What follows belongs to an exercise in optimizing a design on an open flow for small area, a short achievable clock period and few clock cycles per item; a production flow would make more cautious choices.
Only simulation tests tie the RTL to the original design; equivalence was not proved.

==> flow/design.v <==
package peTypes;
  localparam int dataWidth = 8;
  localparam int bufferDepth = 256;
  localparam int addressWidth = 8;
  localparam int requesterCount = 4;
  localparam logic [addressWidth-1:0] outputBase = 8'd128;
  localparam logic [dataWidth-1:0] opPool = 8'd2;
  localparam logic [dataWidth-1:0] opRelu = 8'd3;
  localparam int inputCredits = 2;
  localparam int outputCredits = 4;
  localparam logic signed [dataWidth-1:0] mostNegative = 8'sh80;
  typedef struct packed {
    logic valid;
    logic [dataWidth-1:0] data;
  } streamByte;
  typedef struct packed {
    logic valid;
    logic write;
    logic [addressWidth-1:0] address;
    logic [dataWidth-1:0] data;
  } bufferRequest;
  typedef struct packed {
    logic [7:0] opcode;
    logic [7:0] channels;
    logic [7:0] outRows;
    logic [7:0] outCols;
    logic [7:0] windowRows;
    logic [7:0] windowCols;
    logic [7:0] rowStride;
    logic [7:0] colStride;
    logic [15:0] inRows;
    logic [15:0] inCols;
    logic [15:0] inputSize;
    logic [15:0] outputSize;
  } layerConfig;
endpackage
`timescale 1ns/1ps
module poolReluPE (
  input logic clock,
  input logic reset,
  input logic inValid,
  input logic [7:0] inData,
  output logic inCredit,
  output logic outValid,
  output logic [7:0] outData,
  input logic outCreditReturn
);
  logic hv, tv;
  logic [7:0] hd, td;
  logic pop;
  logic [7:0] x;
  assign x = hd;
  always_ff @(posedge clock) begin
    if (reset) begin
      hv <= 1'b0;
      tv <= 1'b0;
      inCredit <= 1'b0;
    end else begin
      inCredit <= pop;
      if (pop) begin
        hv <= tv || inValid;
        tv <= tv && inValid;
      end else if (!hv) begin
        hv <= inValid;
      end else if (inValid) begin
        tv <= 1'b1;
      end
    end
  end
  always_ff @(posedge clock) begin
    if (pop) begin
      hd <= tv ? td : inData;
    end else if (!hv) begin
      hd <= inData;
    end
    if (inValid && (pop ? tv : hv)) begin
      td <= inData;
    end
  end
  typedef enum logic [1:0] {
    waitOpcode,
    readDims,
    streamData
  } parserState;
  parserState state;
  logic isRelu;
  logic [2:0] dimIndex;
  logic [6:0] oRM1, oCM1, wRM1, wCM1, sRM1, sCM1;
  logic fast;
  logic lastDim;
  logic [6:0] xM1;
  assign xM1 = 7'(x - 8'd1);
  assign lastDim = isRelu ? dimIndex == 3'd2 : dimIndex == 3'd6;
  logic [6:0] rLoLeft, rHiLeft, rPd, rCd;
  logic [6:0] cLo, cHi, cPd, cCd;
  logic rOpen, cOpen;
  logic [6:0] chanLeft;
  logic [5:0] rowBase;
  logic [1:0] slotLo, slotHi;
  logic rowOpens, rowCloses, rowCovered, rowEnd;
  logic colOpens, colCloses, colCovered, colEnd;
  logic chanEnd;
  assign rowOpens = rOpen;
  assign rowCloses = rCd == 7'd0;
  assign rowCovered = rLoLeft >= rHiLeft;
  assign rowEnd = rowCloses && rLoLeft == 7'd0;
  assign colOpens = cOpen;
  assign colCloses = cCd == 7'd0;
  assign colCovered = cLo <= cHi;
  assign colEnd = colCloses && cLo == oCM1;
  assign chanEnd = chanLeft == 7'd0;
  logic signed [7:0] acc [3];
  logic signed [7:0] accNew [3];
  logic signed [7:0] accLo;
  logic signed [7:0] xs;
  assign xs = (isRelu && x[7]) ? 8'sd0 : x;
  assign accLo = acc[slotLo];
  always_comb begin
    for (int j = 0; j < 3; j++) begin
      if (colOpens && slotHi == 2'(j)) accNew[j] = xs;
      else accNew[j] = (xs > acc[j]) ? xs : acc[j];
    end
  end
  logic [5:0] pk;           
  logic [6:0] pc;
  logic slowLastPc;
  logic wantItem;
  logic byteDone;
  logic loadItem;
  logic aReady;
  logic dataByte;
  assign pc = fast ? cLo : cLo + 7'(pk);
  assign slowLastPc = pc == cHi;
  assign dataByte = state == streamData && hv;
  assign wantItem = rowCovered && (fast ? colCloses : colCovered);
  assign loadItem = dataByte && wantItem && aReady;
  assign byteDone = !wantItem || (aReady && (fast || slowLastPc));
  assign pop = hv && (state != streamData || byteDone);
  logic aV;
  logic signed [7:0] aVal;
  logic [5:0] aAddr;
  logic [5:0] aCnt;
  logic aFirst;
  logic aLast;
  logic aGo;
  logic bV;
  logic signed [7:0] bVal;
  logic signed [7:0] bOld;
  logic [5:0] bAddr;
  logic bFirst;
  logic bLast;
  logic bGo;
  logic bWrite;
  logic signed [7:0] newv;
  logic [2:0] credits;
  logic signed [7:0] mem [64];
  logic signed [7:0] rdData;
  always_comb begin
    rdData = '0;
    for (int i = 0; i < 64; i++) begin
      rdData = rdData | (mem[i] & {8{aAddr == 6'(i)}});
    end
  end
  assign bGo = bV && (!bLast || credits != 3'd0);
  assign bWrite = bGo && !bLast;
  assign aGo = aV && (!bV || bGo);
  assign aReady = !aV || (aGo && aCnt == 6'd0);
  always_ff @(posedge clock) begin
    if (reset) begin
      aV <= 1'b0;
    end else if (loadItem) begin
      aV <= 1'b1;
    end else if (aGo && aCnt == 6'd0) begin
      aV <= 1'b0;
    end
  end
  always_ff @(posedge clock) begin
    if (loadItem) begin
      aVal <= fast ? accNew[slotLo] : xs;
      aAddr <= rowBase + pc[5:0];
      aCnt <= 6'(rLoLeft - rHiLeft);
      aFirst <= rowOpens && (fast || (slowLastPc && colOpens));
      aLast <= rowCloses && (fast || (pk == 6'd0 && colCloses));
    end else if (aGo) begin
      aCnt <= aCnt - 6'd1;
      aAddr <= aAddr + oCM1[5:0] + 6'd1;
      aLast <= 1'b0;
    end
  end
  assign newv = bFirst ? bVal : ((bVal > bOld) ? bVal : bOld);
  always_ff @(posedge clock) begin
    if (reset) begin
      bV <= 1'b0;
    end else if (aGo) begin
      bV <= 1'b1;
    end else if (bGo) begin
      bV <= 1'b0;
    end
  end
  always_ff @(posedge clock) begin
    if (aGo) begin
      bVal <= aVal;
      bAddr <= aAddr;
      bFirst <= aFirst && aCnt == 6'd0;
      bLast <= aLast;
      bOld <= (bWrite && bAddr == aAddr) ? newv : rdData;
    end
  end
  always_ff @(posedge clock) begin
    if (bWrite) mem[bAddr] <= newv;
  end
  always_ff @(posedge clock) begin
    outData <= newv;
  end
  always_ff @(posedge clock) begin
    if (reset) begin
      outValid <= 1'b0;
      credits <= 3'd4;
    end else begin
      outValid <= bGo && bLast;
      credits <= credits - 3'(bGo && bLast) + 3'(outCreditReturn);
    end
  end
  always_ff @(posedge clock) begin
    if (reset) begin
      state <= waitOpcode;
    end else if (pop) begin
      case (state)
        waitOpcode: begin
          if (x == 8'd2 || x == 8'd3) state <= readDims;
        end
        readDims: begin
          if (lastDim) state <= streamData;
        end
        default: begin
          if (colEnd && rowEnd && chanEnd) state <= waitOpcode;
        end
      endcase
    end
  end
  always_ff @(posedge clock) begin
    if (pop && state == waitOpcode) begin
      isRelu <= x[0];
      dimIndex <= 3'd0;
      wRM1 <= 7'd0;
      wCM1 <= 7'd0;
      sRM1 <= 7'd0;
      sCM1 <= 7'd0;
      fast <= 1'b1;
    end
    if (pop && state == readDims) begin
      dimIndex <= dimIndex + 3'd1;
      if (isRelu) begin
        case (dimIndex)
          3'd0: oRM1 <= xM1;
          3'd1: oCM1 <= xM1;
          default: ;
        endcase
      end else begin
        case (dimIndex)
          3'd0: ;
          3'd1: oRM1 <= xM1;
          3'd2: oCM1 <= xM1;
          3'd3: wRM1 <= xM1;
          3'd4: begin
            wCM1 <= xM1;
            fast <= x <= 8'd3;
          end
          3'd5: sRM1 <= xM1;
          default: sCM1 <= xM1;
        endcase
      end
    end
  end
  always_ff @(posedge clock) begin
    if (pop && state == readDims && (isRelu ? dimIndex == 3'd2 : dimIndex == 3'd0)) begin
      chanLeft <= xM1;
    end else if (pop && state == streamData && colEnd && rowEnd) begin
      chanLeft <= chanLeft - 7'd1;
    end
  end
  always_ff @(posedge clock) begin
    if ((pop && state == readDims && lastDim) ||
        (pop && state == streamData && colEnd && rowEnd)) begin
      rLoLeft <= oRM1;
      rHiLeft <= oRM1;
      rOpen <= 1'b1;
      rPd <= sRM1;
      rCd <= wRM1;
      rowBase <= 6'd0;
    end else if (pop && state == streamData && colEnd) begin
      if (rPd == 7'd0 && rHiLeft != 7'd0) begin
        rHiLeft <= rHiLeft - 7'd1;
        rOpen <= 1'b1;
        rPd <= sRM1;
      end else begin
        rOpen <= 1'b0;
        rPd <= rPd - 7'd1;
      end
      if (rowCloses) begin
        rLoLeft <= rLoLeft - 7'd1;
        rCd <= sRM1;
        rowBase <= rowBase + oCM1[5:0] + 6'd1;
      end else begin
        rCd <= rCd - 7'd1;
      end
    end
  end
  always_ff @(posedge clock) begin
    if ((pop && state == readDims && lastDim) || (pop && state == streamData && colEnd)) begin
      cLo <= 7'd0;
      cHi <= 7'd0;
      cOpen <= 1'b1;
      cPd <= (state == readDims) ? (isRelu ? 7'd0 : xM1) : sCM1;
      cCd <= wCM1;
      slotLo <= 2'd0;
      slotHi <= 2'd0;
    end else if (pop && state == streamData) begin
      if (cPd == 7'd0 && cHi != oCM1) begin
        cHi <= cHi + 7'd1;
        cOpen <= 1'b1;
        cPd <= sCM1;
        slotHi <= (slotHi == 2'd2) ? 2'd0 : slotHi + 2'd1;
      end else begin
        cOpen <= 1'b0;
        cPd <= cPd - 7'd1;
      end
      if (colCloses) begin
        cLo <= cLo + 7'd1;
        cCd <= sCM1;
        slotLo <= (slotLo == 2'd2) ? 2'd0 : slotLo + 2'd1;
      end else begin
        cCd <= cCd - 7'd1;
      end
    end
  end
  always_ff @(posedge clock) begin
    if (reset || pop) begin
      pk <= 6'd0;
    end else if (loadItem) begin
      pk <= pk + 6'd1;
    end
  end
  always_ff @(posedge clock) begin
    if (dataByte && byteDone) begin
      for (int j = 0; j < 3; j++) acc[j] <= accNew[j];
    end
  end
endmodule
clock: 15.0 ns
lec_check: 0
cap_margin: 20
core_margin: 2
core_utilization: 65
cts_cluster_diameter: 60
cts_cluster_size: 28
place_density: 0.75
slew_margin: 20
standard.sh (not shown) runs the stock make flow with config.mk's settings and CLKGATE_MAP_FILE= SYNTH_SCRIPT=/design/flow/synth_recipe.tcl, a recipe that flattens the netlist after the stock synthesis.
==> flow/flow/run.sh <==
#!/bin/bash
# Standard layout, with repair_timing asked to leave extra setup slack so the
# layout runs faster than the 15 ns the clock allows (the SDC is unchanged).
set -euo pipefail
bash standard.sh SETUP_SLACK_MARGIN=11 finish > standard_flow.log 2>&1
Testbench counts at the start, summed over its fixed seeds: cycles 9,996, outputs 4,525.
Edit:
--- a/flow/design.v
+++ b/flow/design.v
@@ -97,5 +97,5 @@
   logic [6:0] chanLeft;
   logic [5:0] rowBase;
-  logic [1:0] slotLo, slotHi;
+  logic slotLo, slotHi;
   logic rowOpens, rowCloses, rowCovered, rowEnd;
   logic colOpens, colCloses, colCovered, colEnd;
@@ -110,16 +110,15 @@
   assign colEnd = colCloses && cLo == oCM1;
   assign chanEnd = chanLeft == 7'd0;
-  logic signed [7:0] acc [3];
-  logic signed [7:0] accNew [3];
-  logic signed [7:0] accLo;
+  logic signed [7:0] acc [2];
+  logic signed [7:0] accMax [2];
+  logic signed [7:0] hval;
   logic signed [7:0] xs;
   assign xs = (isRelu && x[7]) ? 8'sd0 : x;
-  assign accLo = acc[slotLo];
   always_comb begin
-    for (int j = 0; j < 3; j++) begin
-      if (colOpens && slotHi == 2'(j)) accNew[j] = xs;
-      else accNew[j] = (xs > acc[j]) ? xs : acc[j];
+    for (int j = 0; j < 2; j++) begin
+      accMax[j] = (xs > acc[j]) ? xs : acc[j];
     end
   end
+  assign hval = (wCM1 == 7'd0) ? xs : accMax[slotLo];
   logic [5:0] pk;           
   logic [6:0] pc;
@@ -177,5 +176,5 @@
   always_ff @(posedge clock) begin
     if (loadItem) begin
-      aVal <= fast ? accNew[slotLo] : xs;
+      aVal <= fast ? hval : xs;
       aAddr <= rowBase + pc[5:0];
       aCnt <= 6'(rLoLeft - rHiLeft);
@@ -314,6 +313,6 @@
       cPd <= (state == readDims) ? (isRelu ? 7'd0 : xM1) : sCM1;
       cCd <= wCM1;
-      slotLo <= 2'd0;
-      slotHi <= 2'd0;
+      slotLo <= 1'b0;
+      slotHi <= 1'b0;
     end else if (pop && state == streamData) begin
       if (cPd == 7'd0 && cHi != oCM1) begin
@@ -321,5 +320,5 @@
         cOpen <= 1'b1;
         cPd <= sCM1;
-        slotHi <= (slotHi == 2'd2) ? 2'd0 : slotHi + 2'd1;
+        slotHi <= !slotHi;
       end else begin
         cOpen <= 1'b0;
@@ -329,5 +328,5 @@
         cLo <= cLo + 7'd1;
         cCd <= sCM1;
-        slotLo <= (slotLo == 2'd2) ? 2'd0 : slotLo + 2'd1;
+        slotLo <= !slotLo;
       end else begin
         cCd <= cCd - 7'd1;
@@ -344,5 +343,7 @@
   always_ff @(posedge clock) begin
     if (dataByte && byteDone) begin
-      for (int j = 0; j < 3; j++) acc[j] <= accNew[j];
+      for (int j = 0; j < 2; j++) begin
+        acc[j] <= (colOpens && slotHi == 1'(j)) ? xs : accMax[j];
+      end
     end
   end
Die area hardly moves.
Synthesized area hardly moves.
Global-route usage came out higher by 1.2 points.
Via count came out higher by 3.6%.
Core utilization came out higher by 0.53 points.
First-iteration DRC count came out higher by 11%.
Worst setup slack loses 0.030 ns.
Final cell count barely changes.
Synthesized cell count came out higher by 0.80%.
Wire length came out higher by 2.5%.
Worst hold slack gains 0.027 ns.
Clock-buffer cell count came out lower by 3.
Maximum frequency came out lower by 0.72%.
Non-clock buffer count came out higher by 24.
Testbench counts after the change, summed over its fixed seeds: cycles 9,996, outputs 4,525.

## port drivers added, routing unchanged
In the flow no input, the clock included, has a driving cell. The finished layouts below were timed again as built, in two steps. Step 1 (the two cells are an assumption about what drives the block):
set clk [get_ports {clock}]
set_driving_cell -lib_cell sky130_fd_sc_hd__clkbuf_16 $clk
set_driving_cell -lib_cell sky130_fd_sc_hd__buf_2 [delete_from_list [all_inputs] $clk]
Step 2 also shifts input and output timing later by t, the mid clock arrival at the registers, as if the neighbouring blocks saw the same clock. a / b / c = ideal / step 1 / step 2; a / b = the first two.
run	shift t [ns]	slack for setup (ns)	worst data-port slew with drivers (ns)	cell pins on the clock port's net
the first run	0.673	10.864 / 10.802 / 10.450	0.03	1
the second run	0.674	10.834 / 10.834 / 10.397	0.04	1
After both steps every run listed still meets setup and hold. The setup slack of the second run, which loses most, moves by 0.000 ns with the drivers and by -0.437 ns with both steps.
